What follows belongs to an exercise in optimizing a design on an open flow for small area, a short achievable clock period and few clock cycles per item; a production flow would make more cautious choices. In this exercise RTL edits were held to simulation tests only and were not proved equivalent to the original. No activity file was given, so power comes from the tool's default toggle rates.

Design range_scan_object_segmenter_core, start of the top module:
module range_scan_object_segmenter_core (
   input  wire logic        clock,
   input  wire logic        reset,
   input  wire logic        req_tvalid,
   output logic             req_tready,
   input  wire logic [23:0] req_tdata,    
   input  wire logic        req_tuser,    
   input  wire logic        req_tlast,    
   output logic             rsp_tvalid,
   input  wire logic        rsp_tready,
   output logic [71:0]      rsp_tdata,
   output logic [1:0]       rsp_tuser,    
   output logic             rsp_tlast,    
   input  wire logic        csr_we,
   input  wire logic [1:0]  csr_index,
   input  wire logic [15:0] csr_wdata
);
Size in the first run: roughly 2800 cells after synthesis, roughly 400 flip-flops, roughly 130 I/O pins, roughly 25000 um^2 of cells after synthesis.
make LEC_CHECK=0 CAP_MARGIN=20 CORE_MARGIN=2 CORE_UTILIZATION=40 SETUP_SLACK_MARGIN=4.5 SLEW_MARGIN=20 SYNTH_MEMORY_MAX_BITS=8192 TNS_END_PERCENT=100 finish   # period 8.0 ns
run.sh (not shown) runs the stock make flow with config.mk's settings and CLKGATE_MAP_FILE= SYNTH_SCRIPT=/design/flow/synth_recipe.tcl, a recipe that flattens the netlist after the stock synthesis.
The baseline finished with timing, DRC and antenna clean.
Testbench counts at the start, summed over its fixed seeds: cycles 26,163, words 24,000.
Then changed:
--- a/flow/design.v
+++ b/flow/design.v
@@ -444,37 +444,34 @@
    logic        u_busy, u_done;
    wire out_free = !out_v || rsp_tready;
    wire head_rdy = tcnt[0] && (!head_obj || u_done);
    wire pop_any  = head_rdy && out_free;
    wire pop_obj  = pop_any && head_obj;
    wire pop      = pop_any && (head != 2'd1);
    logic [3:0]  u_cnt;
    logic [7:0]  u_r;
    logic [15:0] u_q;
    logic [7:0]  u_d;
+   logic [9:0]  u_d3;         
    logic [7:0]  u_first, u_arc;
    logic [3:0]  u_id;
    logic [16:0] u_s;
    logic [33:0] u_a;
    wire u_free = !u_busy && (!u_done || (head_obj && tcnt[0] && !out_v));
    wire u_load = u_free && (pend_q || (go && do_close));
    wire pend_n = (pend_q || (go && do_close)) && !u_free;
-   wire [8:0] t1  = {u_r, u_q[15]};
-   wire [9:0] t1s = {1'b0, t1} - {2'b00, u_d};
-   wire       g1  = !t1s[9];
-   wire [8:0] ta  = {t1s[7:0], u_q[14]};       
-   wire [8:0] tb  = {t1[7:0], u_q[14]};        
-   wire [9:0] tas = {1'b0, ta} - {2'b00, u_d};
-   wire [9:0] tbs = {1'b0, tb} - {2'b00, u_d};
-   wire       g2  = g1 ? !tas[9] : !tbs[9];
-   wire [7:0] r2  = g1 ? (!tas[9] ? tas[7:0] : ta[7:0])
-                       : (!tbs[9] ? tbs[7:0] : tb[7:0]);
+   wire [9:0]  dx = {u_r, u_q[15:14]};
+   wire [10:0] s1 = {1'b0, dx} - {3'b000, u_d};
+   wire [10:0] s2 = {1'b0, dx} - {2'b00, u_d, 1'b0};
+   wire [10:0] s3 = {1'b0, dx} - {1'b0, u_d3};
+   wire [1:0]  dq = !s3[10] ? 2'd3 : !s2[10] ? 2'd2 : !s1[10] ? 2'd1 : 2'd0;
+   wire [7:0]  r2 = !s3[10] ? s3[7:0] : !s2[10] ? s2[7:0] : !s1[10] ? s1[7:0] : dx[7:0];
    wire [33:0] hsum = u_a + ({32'd0, u_q[1:0]} * {17'd0, u_s});
    logic [16:0] sine;
    rsos_sine_rom u_sine (.k(u_arc), .value(sine));
    always_ff @(posedge clock) begin
       if (reset) begin
          u_busy <= 1'b0;
          u_done <= 1'b0;
          pend_q <= 1'b0;
       end else begin
          pend_q <= pend_n;
@@ -489,29 +486,30 @@
          end
       end
    end
    always_ff @(posedge clock) begin
       u_s <= sine;
       if (u_free) begin
          u_cnt   <= 4'd0;
          u_r     <= sum_q[23:16];
          u_q     <= sum_q[15:0];
          u_d     <= tal_q;
+         u_d3    <= {2'b00, tal_q} + {1'b0, tal_q, 1'b0};
          u_first <= open_q;
          u_arc   <= arc_q[7:0];
          u_id    <= pend_q ? found_q : found_q + 4'd1;
          u_a     <= 34'd1;
       end else if (u_busy) begin
          u_cnt <= u_cnt + 4'd1;
          if (u_cnt != 4'd8) begin
             u_r <= r2;
-            u_q <= {u_q[13:0], g1, g2};
+            u_q <= {u_q[13:0], dq};
          end
          if (u_cnt != 4'd0) u_a <= {hsum[31:0], 2'b00};
       end
    end
    wire inc = push && !pop;
    wire dec = pop && !push;
    wire [3:0] tcnt_n = inc ? {tcnt[2:0], 1'b1} : dec ? {1'b0, tcnt[3:1]} : tcnt;
    always_ff @(posedge clock) begin
       if (reset) begin
          wp_q  <= 2'd0;
Result:
- count of clock-buffer cells in the layout is lower by 6
- total power grows by 2.2%
- sequential power came out higher by about 2%
- synthesized area rises by 0.68%
- worst setup slack gains 0.046 ns
Testbench counts after the change, summed over its fixed seeds: cycles 26,163, words 24,000.

separate check: timing with driven ports:
In the flow no input, the clock included, has a driving cell. The finished layouts below were timed again as built, in two steps.
Step 1 assumes that a clkbuf_16 drives the clock port and a buf_2 every other input.
Step 2 times the ports against the registers' clock, not the clock port: input delays grow and output delays shrink by t, the midpoint of the rising clock arrivals with the driver on.
a / b / c = no drivers / after step 1 / after step 2; a / b = the first two.
run	t (ns)	setup WS [ns]	worst hold slack (ns)
the first run	0.637	4.496 / 4.496 / 4.288	0.458 / 0.458 / 0.458
the second run	0.655	4.543 / 4.516 / 4.276	0.447 / 0.447 / 0.447
After both steps every run listed still meets setup and hold. For the second run, which loses most, drivers alone change the setup slack by -0.027 ns; drivers and shift together by -0.267 ns.
